Context: an optimization exercise on an open-source flow, tuned for small area and few clock cycles. The choices shown serve that exercise and are no tape-out recipe.
Function was checked by simulation only, so behaviour that the tests miss may differ from the original.

## scale_pitch_quantizer_core
module scale_pitch_quantizer_core
(
   input  logic                 clock,
   input  logic                 reset,
   input  logic                 req_push,
   output logic                 req_full,
   input  logic [NOTE_W-1:0]    req_key,
   output logic                 rsp_empty,
   input  logic                 rsp_pop,
   output logic [NOTE_W-1:0]    rsp_scale_note,
   input  logic                 csr_we,
   input  logic [CSR_IDX_W-1:0] csr_index,
   input  logic [CSR_W-1:0]     csr_wdata
);
Size in the first run: about 86 flip-flops, about 59 I/O pins, about 7500 um^2 of cells after synthesis.
export LEC_CHECK = 0
export ABC_AREA = 1
export CAP_MARGIN = 20
export CORE_MARGIN = 2
export CORE_UTILIZATION = 40
export CTS_BUF_LIST = sky130_fd_sc_hd__clkbuf_8
export SLEW_MARGIN = 20
create_clock -name core_clock -period 10.0 [get_ports {clock}]
standard.sh (not shown) runs the stock make flow with config.mk's settings and CLKGATE_MAP_FILE= SYNTH_SCRIPT=/design/flow/synth_recipe.tcl, a recipe that flattens the netlist after the stock synthesis.
==> flow/flow/run.sh <==
#!/bin/bash
# The standard layout, with the port buffers made of the smallest buffer cell
# (buf_1) instead of the cell buffer_ports picks by default. The make output
# is kept in standard_make.log; the tools' own logs stay under orfs/logs/.
set -euo pipefail
export BUFFER_PORTS_ARGS="-buffer_cell sky130_fd_sc_hd__buf_1"
bash standard.sh > standard_make.log 2>&1
Testbench counts at the start, summed over its fixed seeds: cycles 9,830.
Next try:
- CTS_BUF_LIST: sky130_fd_sc_hd__clkbuf_8 -> default
Outcome:
- core utilization climbs by 0.50 points
- wire length climbs by 0.44%
- register-to-register slack hardly moves
Next try:
==> flow/run.sh (new file) <==
#!/bin/bash
# synth_recipe.tcl (not shown) runs the flow's synth.tcl, then flattens the netlist and writes it again
# the make line also repeats each setting of config.mk as NAME=value (left out here)
make -C /OpenROAD-flow-scripts/flow DESIGN_CONFIG=/design/flow/config.mk WORK_HOME=/design/flow/orfs CLKGATE_MAP_FILE= SYNTH_SCRIPT=/design/flow/synth_recipe.tcl finish
removed: flow/flow/run.sh
removed: flow/standard.sh
Area after synthesis is unchanged.
Count of clock-buffer cells in the layout grows by 2.
Worst setup slack gets worse by 0.15 ns.
Die area is unchanged.
Global-route usage hardly moves.
Final area grows by 4.0%.
Next try:
==> flow/flow/run.sh (new file) <==
#!/bin/bash
# The standard layout, with the port buffers made of the smallest buffer cell
# (buf_1) instead of the cell buffer_ports picks by default. The make output
# is kept in standard_make.log; the tools' own logs stay under orfs/logs/.
set -euo pipefail
export BUFFER_PORTS_ARGS="-buffer_cell sky130_fd_sc_hd__buf_1"
bash standard.sh > standard_make.log 2>&1
==> flow/standard.sh (new file) <==
#!/bin/bash
# synth_recipe.tcl (not shown) runs the flow's synth.tcl, then flattens the netlist and writes it again
# the make line also repeats each setting of config.mk as NAME=value (left out here)
make -C /OpenROAD-flow-scripts/flow DESIGN_CONFIG=/design/flow/config.mk WORK_HOME=/design/flow/orfs CLKGATE_MAP_FILE= SYNTH_SCRIPT=/design/flow/synth_recipe.tcl "${@:-finish}"
- CAP_MARGIN: 20 -> 0
- GPL_TIMING_DRIVEN: default -> 0
- SLEW_MARGIN: 20 -> 0
removed: flow/run.sh
Cell count is higher by 0.79%.
Non-clock buffer count rose by 9.
Worst setup slack gains 0.087 ns.
Hold slack hardly moves.
Area after synthesis stays the same.

========
v6:
Another version of the RTL of scale_pitch_quantizer_core (not shown whole).
For scale: roughly 830 cells after synthesis, roughly 86 flip-flops, ~59 I/O pins.
==> flow/design.v (excerpt) <==
module scale_pitch_quantizer_core
(
   input  logic                 clock,
   input  logic                 reset,
   input  logic                 req_push,
   output logic                 req_full,
   input  logic [NOTE_W-1:0]    req_key,
   output logic                 rsp_empty,
   input  logic                 rsp_pop,
   output logic [NOTE_W-1:0]    rsp_scale_note,
   input  logic                 csr_we,
   input  logic [CSR_IDX_W-1:0] csr_index,
   input  logic [CSR_W-1:0]     csr_wdata
);
clock: 10.0 ns
lec_check: 0
cap_margin: 20
core_margin: 2
core_utilization: 40
slew_margin: 20
run.sh (not shown) runs the stock make flow with config.mk's settings and CLKGATE_MAP_FILE= SYNTH_SCRIPT=/design/flow/synth_recipe.tcl, a recipe that flattens the netlist after the stock synthesis.
Stock flow here: none of the scripts above is used.
Testbench counts of v6, summed over its fixed seeds: cycles 9,830.
The following lists how v7 was set up differently from v6:
- an added ABC_AREA of 1
Notes after the runs:
Register fraction of the total cell area for v7 is higher than for v6.
From v6 to v7 the numbers moved as follows: number of cells on the critical path has increased; first-pass GRT wire length has decreased; count of maximum capacitance violations has remained practically unchanged; worst-case hold slack has increased.
Taking v6 as the reference point, the synthesized instance count of v7 rises by 160.
Final clock period utilization by the worst path: v7 lower than v6
Lower maximum clock rate was reported by v6, not v7.
~same die area in v7 and v6

========
Another version of the RTL of scale_pitch_quantizer_core (not shown whole).
Size: ~900 cells after synthesis, ~86 flip-flops, ~59 I/O pins, ~7300 um2 of cells after synthesis.
Design scale_pitch_quantizer_core, start of the top module:
module scale_pitch_quantizer_core
(
   input  logic                 clock,
   input  logic                 reset,
   input  logic                 req_push,
   output logic                 req_full,
   input  logic [NOTE_W-1:0]    req_key,
   output logic                 rsp_empty,
   input  logic                 rsp_pop,
   output logic [NOTE_W-1:0]    rsp_scale_note,
   input  logic                 csr_we,
   input  logic [CSR_IDX_W-1:0] csr_index,
   input  logic [CSR_W-1:0]     csr_wdata
);
==> flow/config.mk <==
export PLATFORM = sky130hd
export DESIGN_NAME = scale_pitch_quantizer_core
export DESIGN_NICKNAME = scale_pitch_quantizer_core
export VERILOG_FILES = /design/flow/design.v
export SDC_FILE = /design/flow/constraint.sdc
export NUM_CORES = 4
export LEC_CHECK = 0
export ABC_AREA = 1
export CAP_MARGIN = 20
export CORE_MARGIN = 2
export CORE_UTILIZATION = 40
export CTS_BUF_LIST = sky130_fd_sc_hd__clkbuf_8
export CTS_CLUSTER_DIAMETER = 200
export CTS_CLUSTER_SIZE = 50
export SLEW_MARGIN = 20
==> flow/constraint.sdc <==
create_clock -name core_clock -period 10.0 [get_ports {clock}]
set_input_delay 2.0000 -clock core_clock [delete_from_list [all_inputs] [get_ports {clock}]]
set_output_delay 2.0000 -clock core_clock [all_outputs]
set_load 0.01 [all_outputs]
standard.sh (not shown) runs the stock make flow with config.mk's settings and CLKGATE_MAP_FILE= SYNTH_SCRIPT=/design/flow/synth_recipe.tcl, a recipe that flattens the netlist after the stock synthesis.
==> flow/flow/run.sh <==
#!/bin/bash
# The standard layout, with the port buffers made of the smallest buffer cell
# (buf_1) instead of the cell buffer_ports picks by default. The make output
# is kept in standard_make.log; the tools' own logs stay under orfs/logs/.
set -euo pipefail
export BUFFER_PORTS_ARGS="-buffer_cell sky130_fd_sc_hd__buf_1"
bash standard.sh > standard_make.log 2>&1
The baseline completed with no timing, DRC or antenna violations.
Testbench counts at the start, summed over its fixed seeds: cycles 9,830.
==> next run, changes <==
CTS_CLUSTER_DIAMETER = default   (was 200)
CTS_CLUSTER_SIZE = default   (was 50)
=> Count of clock-buffer cells in the layout does not change. Die area does not change. Routed wire length does not change.

## what the ideal ports hide
How much do the figures lean on ideal ports? The routed layouts below were timed once more, with nothing changed but the port constraints.
Step 1 assumes that a clkbuf_16 drives the clock port and a buf_2 every other input.
Step 2 adds t to the input delays and takes it off the output delays; t is the mean of the earliest and latest rising clock arrival at the registers after step 1. Input paths then give back, and output paths get back, about the clock's delay inside the block.
Three values: ideal, step 1, step 2; two values: the first two.
| run | t, ns | slack for setup (ns) | worst register clock-pin slew, ns |
|---|---|---|---|
| the first run of note 1 | 0.403 | 0.585 / 0.585 / 0.585 | 0.10 / 0.10 |
| the second run of note 1 | 0.388 | 0.580 / 0.580 / 0.580 | 0.07 / 0.07 |
| the third run of note 1 | 0.383 | 0.433 / 0.433 / 0.433 | 0.07 / 0.07 |
| the fourth run of note 1 | 0.384 | 0.520 / 0.520 / 0.520 | 0.07 / 0.07 |
| v6 | 0.395 | 0.245 / 0.245 / 0.245 | 0.07 / 0.07 |
| v7 | 0.388 | 0.491 / 0.491 / 0.491 | 0.07 / 0.07 |
| the first run of note 3 | 0.408 | 0.612 / 0.612 / 0.612 | 0.11 / 0.11 |
| the second run of note 3 | 0.408 | 0.612 / 0.612 / 0.612 | 0.11 / 0.11 |
After both steps every run listed still meets setup and hold.
